This is an optimization exercise on Yosys and OpenROAD, whose aim is small area, a short achievable clock period and few clock cycles per item, not a production implementation.
At most, simulation tests tie the RTL to the original design; equivalence was not proved.

==> trial 56 <==
// sha256_byte_stream_hasher_unit
module sha256_byte_stream_hasher_unit (
	input  logic        clk,
	input  logic        arst_n,
	input  logic        in_valid,
	output logic        in_ready,
	input  logic [7:0]  data_byte,
	input  logic        byte_valid,
	input  logic        last_byte,
	output logic        out_valid,
	input  logic        out_ready,
	output logic [31:0] digest_word,
	output logic [2:0]  word_index,
	output logic        last_word
);
export LEC_CHECK = 0
export CAP_MARGIN = 20
export CORE_MARGIN = 2
export CORE_UTILIZATION = 55
export SETUP_SLACK_MARGIN = 5
export SLEW_MARGIN = 20
create_clock -name core_clock -period 11.0 [get_ports {clk}]
standard.sh (not shown) runs the stock make flow with config.mk's settings and CLKGATE_MAP_FILE= SYNTH_SCRIPT=/design/flow/synth_recipe.tcl, a recipe that flattens the netlist after the stock synthesis.
==> flow/flow/run.sh <==
#!/bin/bash
# Standard layout (the standard.sh, unchanged synthesis), with timing repair aiming
# for extra setup slack beyond the 11 ns constraint.
set -uo pipefail
bash standard.sh SETUP_SLACK_MARGIN=7 finish > standard.log 2>&1
==> trial 11: changes against trial 56 <==
--- a/flow/design.v
+++ b/flow/design.v
@@ -122,50 +122,58 @@
 	output logic       load,         
 	output logic       load_iv,      
 	output logic       round,        
 	output logic       stall,        
 	output logic       ring_en,      
 	output logic       fold_act,     
 	output logic       fold_iv,      
 	output logic [1:0] fold_k,       
-	output logic [5:0] kidx          
+	output logic [5:0] kidx,         
+	output logic       ld_or_st,     
+	output logic       dout_ld,      
+	output logic       dout_nx,      
+	output logic [2:0] dout_idx      
 );
 	logic       ir_v, ir_bv, ir_last;
 	logic [5:0] sfill;
 	logic       sfull, spad, spad_first, sfinal, stg_first, stg_last;
 	sbh_pkg::est_t est;
 	logic [5:0] cnt;                  
 	logic       cur_first, cur_last, ring_rot;
 	logic [1:0] p2;
 	logic [3:0] scnt;
-	logic       ov_q;
+	logic       ov_q, lw_q;
 	logic [2:0] idx_q;
 	logic       in_ready_q, shift_q, lsel_q, inc_q, clr_q, load_q, ldiv_q;
-	logic       round_q, stall_q, ring_q, fact_q, fiv_q, acc_q, padsh_q;
+	logic       round_q, stall_q, ring_q, fact_q, fiv_q, acc_q, padsh_q, ls_q;
 	logic [1:0] bsel_q, fk_q;
 	assign in_ready   = in_ready_q;
 	assign out_valid  = ov_q;
 	assign word_index = idx_q;
-	assign last_word  = (idx_q == 3'd7);
+	assign last_word  = lw_q;
 	assign ir_load    = in_valid && in_ready_q;
 	assign stg_shift = shift_q;
 	assign byte_sel  = bsel_q;
 	assign len_byte  = sfill[2:0];
 	assign len_inc   = inc_q;
 	assign len_clr   = clr_q;
 	assign load      = load_q;
 	assign load_iv   = ldiv_q;
 	assign round     = round_q;
 	assign stall     = stall_q;
 	assign ring_en   = ring_q;
 	assign fold_act  = fact_q;
 	assign fold_iv   = fiv_q;
 	assign fold_k    = fk_q;
 	assign kidx      = cnt_d;
+	assign ld_or_st  = ls_q;
+	assign dout_ld   = fold_last;
+	assign dout_nx   = ov_q && out_ready;
+	assign dout_idx  = idx_q + 3'd1;
 	logic       ir_v_d, ir_bv_d, ir_last_d;
 	logic [5:0] sfill_d;
 	logic       sfull_d, spad_d, spad_first_d, sfinal_d, stg_first_d, stg_last_d;
 	sbh_pkg::est_t est_d;
 	logic [5:0] cnt_d;
 	logic       cur_first_d, cur_last_d, ring_rot_d;
 	logic [1:0] p2_d;
 	logic [3:0] scnt_d;
@@ -270,17 +278,19 @@
 			est        <= E_IDLE;
 			cnt        <= '0;
 			cur_first  <= 1'b0;
 			cur_last   <= 1'b0;
 			ring_rot   <= 1'b0;
 			p2         <= '0;
 			scnt       <= '0;
 			ov_q       <= 1'b0;
+			lw_q       <= 1'b0;
 			idx_q      <= '0;
+			ls_q       <= 1'b0;
 			in_ready_q <= 1'b1;
 			acc_q      <= 1'b0;
 			padsh_q    <= 1'b0;
 			shift_q    <= 1'b0;
 			bsel_q     <= '0;
 			inc_q      <= 1'b0;
 			clr_q      <= 1'b0;
 			load_q     <= 1'b0;
@@ -305,17 +315,19 @@
 			est        <= est_d;
 			cnt        <= cnt_d;
 			cur_first  <= cur_first_d;
 			cur_last   <= cur_last_d;
 			ring_rot   <= ring_rot_d;
 			p2         <= p2_d;
 			scnt       <= scnt_d;
 			ov_q       <= ov_d;
+			lw_q       <= (idx_d == 3'd7);
 			idx_q      <= idx_d;
+			ls_q       <= stall_n || (sfull_d && ((est_d == E_FOLD) || (est_d == E_IDLE && (!ring_rot_d || p2_d == 2'd3))));
 			in_ready_q <= !ir_v_d || (!sfull_d && !spad_d);
 			acc_q      <= acc_n;
 			padsh_q    <= padsh_n;
 			shift_q    <= (acc_n && ir_bv_d) || padsh_n;
 			bsel_q     <= bsel_n;
 			inc_q      <= acc_n && ir_bv_d;
 			clr_q      <= padsh_n && !spad_first_d && sfinal_d && (sfill_d == 6'd63);
 			load_q     <= sfull_d && ((est_d == E_FOLD) || (est_d == E_IDLE && (!ring_rot_d || p2_d == 2'd3)));
@@ -344,17 +356,20 @@
 	input  logic        load_iv,
 	input  logic        round,
 	input  logic        stall,
 	input  logic        ring_en,
 	input  logic        fold_act,
 	input  logic        fold_iv,
 	input  logic [1:0]  fold_k,
 	input  logic [5:0]  kidx,
-	input  logic [2:0]  word_index,
+	input  logic        ld_or_st,
+	input  logic        dout_ld,
+	input  logic        dout_nx,
+	input  logic [2:0]  dout_idx,
 	output logic [31:0] digest_word
 );
 	logic [7:0]   ir_byte;
 	logic [511:0] stg;             
 	logic [511:0] win;             
 	logic [60:0]  len;             
 	logic [31:0]  p;               
 	logic [31:0]  kq;              
@@ -410,52 +425,63 @@
 			la[2] <= la[1];
 			la[3] <= la[2];
 			le[0] <= add_e;
 			le[1] <= le[0];
 			le[2] <= le[1];
 			le[3] <= le[2];
 		end
 	end
-	assign digest_word = word_index[2] ? le[word_index[1:0]] : la[word_index[1:0]];
+	logic [31:0] dout;
+	always_ff @(posedge clk) begin
+		if (dout_ld)
+			dout <= add_a;
+		else if (dout_nx)
+			dout <= dout_idx[2] ? le[dout_idx[1:0]] : la[dout_idx[1:0]];
+	end
+	assign digest_word = dout;
 	logic [31:0] s1, ch, s0, mj, a_new, e_new;
 	assign s1    = sbh_pkg::big1(we);
 	assign ch    = (we & wf) ^ (~we & wg);
 	assign s0    = sbh_pkg::big0(wa);
 	assign mj    = (wa & wb) ^ (wa & wc) ^ (wb & wc);
-	logic [31:0] t1s, t1c, es, ec, as1, ac1, as2, ac2;
-	assign t1s   = p ^ s1 ^ ch;
-	assign t1c   = {(p[30:0] & s1[30:0]) | (p[30:0] & ch[30:0]) | (s1[30:0] & ch[30:0]), 1'b0};
-	assign es    = t1s ^ t1c ^ wd;
-	assign ec    = {(t1s[30:0] & t1c[30:0]) | (t1s[30:0] & wd[30:0]) | (t1c[30:0] & wd[30:0]), 1'b0};
-	assign e_new = es + ec;
-	assign as1   = t1s ^ t1c ^ s0;
-	assign ac1   = {(t1s[30:0] & t1c[30:0]) | (t1s[30:0] & s0[30:0]) | (t1c[30:0] & s0[30:0]), 1'b0};
-	assign as2   = as1 ^ ac1 ^ mj;
-	assign ac2   = {(as1[30:0] & ac1[30:0]) | (as1[30:0] & mj[30:0]) | (ac1[30:0] & mj[30:0]), 1'b0};
-	assign a_new = as2 + ac2;
+	logic [31:0] as1, ac1, as2, ac2, as3, ac3, es1, ec1, es2, ec2;
+	assign as1   = p ^ ch ^ mj;
+	assign ac1   = {(p[30:0] & ch[30:0]) | (p[30:0] & mj[30:0]) | (ch[30:0] & mj[30:0]), 1'b0};
+	assign as2   = as1 ^ ac1 ^ s1;
+	assign ac2   = {(as1[30:0] & ac1[30:0]) | (as1[30:0] & s1[30:0]) | (ac1[30:0] & s1[30:0]), 1'b0};
+	assign as3   = as2 ^ ac2 ^ s0;
+	assign ac3   = {(as2[30:0] & ac2[30:0]) | (as2[30:0] & s0[30:0]) | (ac2[30:0] & s0[30:0]), 1'b0};
+	assign a_new = as3 + ac3;
+	assign es1   = p ^ ch ^ wd;
+	assign ec1   = {(p[30:0] & ch[30:0]) | (p[30:0] & wd[30:0]) | (ch[30:0] & wd[30:0]), 1'b0};
+	assign es2   = es1 ^ ec1 ^ s1;
+	assign ec2   = {(es1[30:0] & ec1[30:0]) | (es1[30:0] & s1[30:0]) | (ec1[30:0] & s1[30:0]), 1'b0};
+	assign e_new = es2 + ec2;
 	logic [31:0] ld_a, ld_b, ld_c, ld_d, ld_e, ld_f, ld_g, ld_h;
 	assign ld_a = load_iv ? sbh_pkg::init_h(3'd0) : add_a;
 	assign ld_b = load_iv ? sbh_pkg::init_h(3'd1) : la[0];
 	assign ld_c = load_iv ? sbh_pkg::init_h(3'd2) : la[1];
 	assign ld_d = load_iv ? sbh_pkg::init_h(3'd3) : la[2];
 	assign ld_e = load_iv ? sbh_pkg::init_h(3'd4) : add_e;
 	assign ld_f = load_iv ? sbh_pkg::init_h(3'd5) : le[0];
 	assign ld_g = load_iv ? sbh_pkg::init_h(3'd6) : le[1];
 	assign ld_h = load_iv ? sbh_pkg::init_h(3'd7) : le[2];
+	logic [31:0] a_alt, e_alt;
+	assign a_alt = stall ? wh : ld_a;
+	assign e_alt = stall ? wd : ld_e;
 	always_ff @(posedge clk) begin
-		if (load) begin
-			wa <= ld_a; wb <= ld_b; wc <= ld_c; wd <= ld_d;
-			we <= ld_e; wf <= ld_f; wg <= ld_g; wh <= ld_h;
+		if (load) begin wb <= ld_b; wc <= ld_c; wd <= ld_d;
+			wf <= ld_f; wg <= ld_g; wh <= ld_h;
 		end else begin
-			wa <= stall ? wh : a_new;
 			wb <= wa; wc <= wb; wd <= wc;
-			we <= stall ? wd : e_new;
 			wf <= we; wg <= wf; wh <= wg;
 		end
+		wa <= ld_or_st ? a_alt : a_new;
+		we <= ld_or_st ? e_alt : e_new;
 	end
 	logic [31:0] pa, pc;
 	assign pa = load ? ld_h : wg;
 	assign pc = load ? stg[511:480] : x1;
 	always_ff @(posedge clk) begin
 		kq <= sbh_pkg::round_k(kidx);
 		if (load || round) p <= pa + kq + pc;
 	end
@@ -471,17 +497,18 @@
 	input  logic        last_byte,
 	output logic        out_valid,
 	input  logic        out_ready,
 	output logic [31:0] digest_word,
 	output logic [2:0]  word_index,
 	output logic        last_word
 );
 	logic       ir_load, stg_shift, len_inc, len_clr, load, load_iv, round, stall;
-	logic       ring_en, fold_act, fold_iv;
+	logic       ring_en, fold_act, fold_iv, ld_or_st, dout_ld, dout_nx;
+	logic [2:0] dout_idx;
 	logic [1:0] byte_sel, fold_k;
 	logic [2:0] len_byte;
 	logic [5:0] kidx;
 	sbh_ctrl u_ctrl (
 		.clk        (clk),
 		.arst_n     (arst_n),
 		.in_valid   (in_valid),
 		.in_ready   (in_ready),
@@ -500,17 +527,21 @@
 		.load       (load),
 		.load_iv    (load_iv),
 		.round      (round),
 		.stall      (stall),
 		.ring_en    (ring_en),
 		.fold_act   (fold_act),
 		.fold_iv    (fold_iv),
 		.fold_k     (fold_k),
-		.kidx       (kidx)
+		.kidx       (kidx),
+		.ld_or_st   (ld_or_st),
+		.dout_ld    (dout_ld),
+		.dout_nx    (dout_nx),
+		.dout_idx   (dout_idx)
 	);
 	sbh_dp u_dp (
 		.clk         (clk),
 		.arst_n      (arst_n),
 		.data_byte   (data_byte),
 		.ir_load     (ir_load),
 		.stg_shift   (stg_shift),
 		.byte_sel    (byte_sel),
@@ -521,12 +552,15 @@
 		.load_iv     (load_iv),
 		.round       (round),
 		.stall       (stall),
 		.ring_en     (ring_en),
 		.fold_act    (fold_act),
 		.fold_iv     (fold_iv),
 		.fold_k      (fold_k),
 		.kidx        (kidx),
-		.word_index  (word_index),
+		.ld_or_st    (ld_or_st),
+		.dout_ld     (dout_ld),
+		.dout_nx     (dout_nx),
+		.dout_idx    (dout_idx),
 		.digest_word (digest_word)
 	);
 endmodule
- CTS_BUF_LIST: not set -> sky130_fd_sc_hd__clkbuf_8
- CTS_CLUSTER_DIAMETER: not set -> 80
- CTS_CLUSTER_SIZE: not set -> 12
==> results.py <==
metrics = {
    "synthesis": {
        "synth_xor_xnor_area_share_pct": 5.33,
        "synth.cell_area_sq_mm": 0.0808,
        "synth.area.top_cells": "edfxtp_1, dfxtp_1, mux2_2",
    },
    "floorplan": {
        "start_util_pct": 55.5,
        "row_count": 140,
    },
    "worst_setup_path": {
        "r2r-start": "u_dp.wa[1]",
        "path_max_fanout": 3,
        "path_delay_family": "adder cells",
    },
    "cells_and_area": {
        "antenna_cells": 7,
        "buffers": 329,
    },
    "outcome": {
        "outcome": "no timing/DRC/antenna violations",
    },
    "routing": {
        "vias_per_cell": 6.12,
    },
}
Source of the figures above: trial 11

==> results.py <==
metrics = {
    "outcome": {
        "outcome": "no timing/DRC/antenna violations",
    },
    "worst_setup_path": {
        "path_max_fanout": 8,
    },
    "cells_and_area": {
        "buffers": 387,
    },
    "synthesis": {
        "synth.area.top_cells": "edfxtp_1, dfxtp_1, mux2_2",
        "synth_xor_xnor_area_share_pct": 5.84,
    },
}
Source of the figures above: trial 56

Testbench counts of trial 11, summed over its fixed seeds: cycles 39,202, bytes 30,063.
No functional check of the RTL was part of trial 56.

==> port drivers added, routing unchanged <==
The results above use ideal ports. As a check the final layouts listed here were re-extracted and re-timed, cells and wires unchanged. Step 1 assumes that a clkbuf_16 drives the clock port and a buf_2 every other input. Step 2 adds t to the input delays and takes it off the output delays; t is the mean of the earliest and latest rising clock arrival at the registers after step 1. Input paths then give back, and output paths get back, about the clock's delay inside the block. Slacks: no drivers / after step 1 / after step 2; pairs: no drivers / after step 1.
| run | t (ns) | setup slack, ns | worst setup path at the end | slew at the worst register clock pin (ns) | worst slew at a driven data input, ns |
|---|---|---|---|---|---|
| trial 56 | 0.882 | 5.298 / 5.218 / 5.920 | register to register | 0.07 / 0.07 | 0.05 |
| trial 11 | 0.996 | 6.277 / 6.277 / 6.277 | register to register | 0.10 / 0.10 | 0.04 |
After both steps setup and hold are still met in every run listed.
